Source: an optimization exercise on an open RTL-to-GDS flow (aim: small area, a short achievable clock period and few clock cycles per item). Production flows keep margins and buffers that such runs may drop.
No run shown here included a check of the RTL's function; only the layout flow was run.

==> flow/design.v, too long to show whole: its modules and the start of the top module <==
// module dsbs_sine_rom: 271 lines
// module dsbs_level_cs: 426 lines
// module dsbs_sine_cs: 482 lines
// module dsbs_acc_cs: 778 lines
// module dsbs_bank: 71 lines
// module damped_sine_bank_synth: 167 lines
module damped_sine_bank_synth (
    input  logic        aclk,
    input  logic        aresetn,
    input  logic        cfg_we,
    input  logic [3:0]  cfg_wdata,
    input  logic        s_tvalid,
    output logic        s_tready,
    input  logic [63:0] s_tdata,
    input  logic [0:0]  s_tuser,
    output logic        m_tvalid,
    input  logic        m_tready,
    output logic [23:0] m_tdata
);
  // ...
==> flow/run.sh <==
#!/bin/bash
# synth_recipe.tcl (not shown) runs the flow's synth.tcl, then flattens the netlist and writes it again
# the make line also repeats each setting of config.mk as NAME=value (left out here)
make -C /OpenROAD-flow-scripts/flow DESIGN_CONFIG=/design/flow/config.mk WORK_HOME=/design/flow/orfs CLKGATE_MAP_FILE= SYNTH_SCRIPT=/design/flow/synth_recipe.tcl finish
==> flow/config.mk <==
export PLATFORM = sky130hd
export DESIGN_NAME = damped_sine_bank_synth
export DESIGN_NICKNAME = damped_sine_bank_synth
export VERILOG_FILES = /design/flow/design.v
export SDC_FILE = /design/flow/constraint.sdc
export NUM_CORES = 4
export LEC_CHECK = 0
export ABC_AREA = 1
export CAP_MARGIN = 20
export CORE_MARGIN = 2
export CORE_UTILIZATION = 40
export SLEW_MARGIN = 20
export SYNTH_MEMORY_MAX_BITS = 32768
==> flow/constraint.sdc <==
create_clock -name core_clock -period 14.0 [get_ports {aclk}]
set_input_delay 2.8000 -clock core_clock [delete_from_list [all_inputs] [get_ports {aclk}]]
set_output_delay 2.8000 -clock core_clock [all_outputs]
set_load 0.01 [all_outputs]
==> impl_metrics.json, run 1 <==
{
  "status": "complete, no violations",
  "avgSynthCellArea_um2": 7.704,
  "rsz0062_at_grt": "false",
  "path_clk_slew_ns": 0.07,
  "setup_viol": 0,
  "hold_viol_final": 0,
  "post_cts_buffers": 0,
  "final_common_cell": "nand2_1",
  "first_global_vias": 126100,
  "largest_reg_flops": 155,
  "cts_hold_repair.buffers": 0,
  "grt_use_met3": 0.04766,
  "drc_errors": 0,
  "yosysUniqueCellTypes": 67,
  "crit_family": "simple AND/OR/NAND/NOR gates",
  "final_cells": 25250,
  "area_growth_pct": 8.203,
  "mappedNetlistArea_um2": 155700,
  "tightest_slew_ns": 1.201,
  "cp-start-kind": "flop",
  "period_share": 0.4127,
  "cts_resized": 0,
  "synth_edf_count": 101,
  "relSlewSlack": 0.1939,
  "grt-ovfl-total": 0,
  "synth-adder-area-share": 0.3211,
  "taps": 5197,
  "grt_max_degree": 77,
  "multi_input_cells": 12460,
  "wl_per_cell_um": 19.85,
  "layout_common_cells": "6035 x nand2_1, 4763 x inv_1, 2143 x fa_1"
}
==> inputs of run 2 (changes only) <==
--- a/flow/config.mk
+++ b/flow/config.mk
@@ -6,8 +6,8 @@
 export NUM_CORES = 4
 export LEC_CHECK = 0
 export ABC_AREA = 1
-export CAP_MARGIN = 20
+export CAP_MARGIN = 60
 export CORE_MARGIN = 2
 export CORE_UTILIZATION = 40
-export SLEW_MARGIN = 20
+export SLEW_MARGIN = 60
 export SYNTH_MEMORY_MAX_BITS = 32768
==> run 2 against run 1 <==
- still clean on timing, DRC and antenna
- global-route usage barely moved
- register-to-register slack improved by 0.52 ns
- synthesized cell count is the same
==> impl_metrics.json, run 2 <==
{
  "initial_utilization": 0.4009,
  "drt-total-wl_um": 500900,
  "ys_seq_elements": 2005,
  "avgSynthCellArea_um2": 7.704,
  "reg2reg_from": "g_lane[0].u_lane.t_phase[14]",
  "wl_per_cell_um": 19.81,
  "rsz0062_at_grt": "false",
  "yosys.cell_count.top_type": "nand2_1",
  "cp-start-kind": "flop",
  "status": "complete, no violations",
  "root_buffer": "clkbuf_16",
  "worstPathCellList": "inv_2 > ha_1 > inv_4 > nand3_2 > nand2_4 > inv_1 > buf_4 > ha_1 > or2_2 > nand2_1 > nand3_1 > nand3_2 > nand2_1 > nand2_1 > nand2_1 > nor2_1 > nand2_1 > nand2_2 > ha_1 > nand3_2 > inv_1 > nand2_1 > nand2_1 > xor2_2",
  "cpPeakStageDelay_ns": 0.63,
  "path_max_fanout": 29,
  "antenna_left": 0,
  "setup_viol": 0,
  "grt_usage": 0.2535,
  "final_common_cell": "nand2_1",
  "maxCapViolCount": 0,
  "cts_tree": "built",
  "drv_slew": 0,
  "gp_congestion": 0.9711,
  "seq_area_frac_synth": 0.2644,
  "cts.htree.levels": 4,
  "r2r_end": "g_lane[0].u_lane.m_sine[8]",
  "drc_errors": 0,
  "synth_commonest_cells": "6041 x nand2_1, 4767 x inv_1, 2143 x fa_1",
  "cts_hold_repair.buffers": 0,
  "synth_top_cell_by_area": "fa_1",
  "synthArstFlopShare": 0,
  "yosysUniqueCellTypes": 67,
  "grt-ovfl-total": 0,
  "period_share": 0.3752,
  "grt_max_degree": 77,
  "top_regs": "g_lane.u_lane.h_pa: 155 flops, g_lane.u_lane.h_pb: 150 flops",
  "finClkSkew_ns": 0.1521,
  "antenna_found_initial": 18,
  "cpMostUsedCell": "nand2_1",
  "n_fill_cell": 39020,
  "dr_total_vias": 126700,
  "drive_gt1_frac": 0.05203,
  "fmax_mhz": 190.4,
  "die_area_um2": 394200,
  "largest_reg_flops": 155,
  "reg2reg_depth": 24,
  "synthTopCellsByArea": "fa_1 28%, dfxtp_1 24%, nand2_1 15%",
  "clkLatencyLatePin_ns": 0.99,
  "syn_inst": 20200,
  "die_w_um": 627.8,
  "r2r_slack_ns": 8.75,
  "hp-class": "reg2reg",
  "first_global_vias": 126100,
  "endpoint": "g_lane[0].u_lane.m_sine[8]",
  "die_h_um": 627.8,
  "post-dp-hpwl_um": 372400,
  "relSlewSlack": 0.5594,
  "cts.sinks": 2005,
  "regArea_um2": 41350,
  "startpoint": "g_lane[0].u_lane.t_phase[14]",
  "io_pins": 100,
  "core-area_um2": 388200,
  "layout_common_cells": "6013 x nand2_1, 4753 x inv_1, 2143 x fa_1",
  "cts_resized": 0,
  "worst-setup-path-type": "reg2reg",
  "multi_input_area_um2": 92800,
  "tightest_slew_ns": 0.6540,
  "numPortBuffers": 91,
  "path_clk_slew_ns": 0.07,
  "post_cts_buffers": 0,
  "drt_iter0_markers": 12480,
  "setup_tns_ns": 0,
  "numCtsBuffers": 210,
  "synth_edf_count": 101,
  "top_register": "g_lane.u_lane.h_pa",
  "cp.required_ns": 14.72,
  "nNetsFinal": 22690,
  "cts.path.max_buffers": 4,
  "end_kind": "flop",
  "hold_viol_final": 0,
  "synth_ff_type": "dfxtp_1",
  "cp.arrival_ns": 5.98,
  "area_growth_pct": 9.003,
  "grt_pass1_wl_um": 764000,
  "ys_warn_count": 3,
  "synth_top_area_frac": 0.2756,
  "row_count": 229,
  "slowest_stage": "dfxtp_1",
  "via_per_inst": 5.012,
  "mappedNetlistArea_um2": 155700,
  "final.min_clock_period_ns": 5.253,
  "drt-pass1-iter-count": 9
}
run 2: stage by stage:
stage               cell area (µm²)  hold slack [ns]  std cells  worst slack [ns]    util
floorplan                    155700           0.3096      20210             8.983       -
global placement             161400           0.3095      24850             8.435  0.4157
detailed placement           162400           0.3120      24880             8.755  0.4182
CTS                          169500           0.2170      25260             8.818  0.4365
global route                 169600           0.2402      25270             8.508  0.4369
finish                       169700           0.2215      25280             8.747  0.4370
run 2: metal layers:
metal,share of wire,GRT usage,up-vias
met3,0.094,0.04664,1076
met2,0.44,0.3961,5526
li1,-,-,58630
met1,0.42,0.3487,61490
met5,0.000018,0,-
met4,0.043,0.09585,2
run 2: layout make-up:
cell class / count / area share
Multi-Input combinational cell: 12460 / 0.5470
Clock buffer: 287 / 0.03559
Tap cell: 5197 / 0.03832
Clock inverter: 89 / 0.006438
Timing Repair Buffer: 416 / 0.02210
Sequential cell: 2005 / 0.2437
Inverter: 4812 / 0.1066
Antenna cell: 19 / 0.0002802
run 2: worst min path at each step:
stage | start | to | slack [ns] | depth (start not counted)
after floorplan | g_lane[0].u_lane.m_phase[0] | g_lane[0].u_lane.h_phase[0] | 0.31 | 0
after global placement | g_lane[2].u_lane.m_step[13] | g_lane[2].u_lane.h_step[13] | 0.31 | 0
after detailed placement | g_lane[4].u_lane.t_decay[15] | g_lane[4].u_lane.m_decay[15] | 0.31 | 0
after CTS | g_lane[0].u_lane.t_step[17] | g_lane[0].u_lane.m_step[17] | 0.22 | 0
after global routing | g_lane[2].u_lane.m_phase[21] | g_lane[2].u_lane.h_phase[21] | 0.24 | 0
final | g_lane[0].u_lane.t_step[17] | g_lane[0].u_lane.m_step[17] | 0.22 | 0
run 2: worst max-delay path, delay by kind of cell (launching register included):
family	cells	cell delay, ns
AND/OR/NAND/NOR	15	2.25
buffers and inverters	5	0.94
adder cells (fa/ha/maj)	3	0.84
flip-flops	1	0.63
XOR/XNOR	1	0.39
run 2: cells by family (layout without fill, tap and decap cells):
family | after synthesis | count (layout) | share of synthesized area
adders and majority gates | 2709 | 2709 | 0.3211
and+or+nand+nor | 8005 | 8005 | 0.2071
buffers and inverters | 5745 | 5604 | 0.1418
xor gates and xnor gates | 168 | 168 | 0.009453
other | 1 | 23 | 0.00002409
DFF | 2005 | 2005 | 0.2644
AOI/OAI and AO/OA | 1571 | 1571 | 0.05614

what the ideal ports hide:
The results above use ideal ports. As a check the final layouts listed here were re-extracted and re-timed, cells and wires unchanged. Step 1 sets driving cells, clkbuf_16 on the clock port and buf_2 on the other inputs (assumed; they add their load-dependent delay and slew). Step 2 also shifts input and output timing later by t, the mid clock arrival at the registers, as if the neighbouring blocks saw the same clock. Three values: ideal ports, drivers, drivers and shift; two values: the first two.
run | t, ns | setup slack, ns | latest minus earliest clock arrival (ns) | pins driven straight from the clock port
run 1 | 1.010 | 8.222 / 8.222 / 8.222 | 0.150 / 0.149 | 1
run 2 | 1.022 | 8.747 / 8.747 / 8.657 | 0.166 / 0.166 | 1
After both steps every run listed still meets setup and hold. For run 2, which loses most, drivers alone change the setup slack by 0.000 ns; drivers and shift together by -0.090 ns.
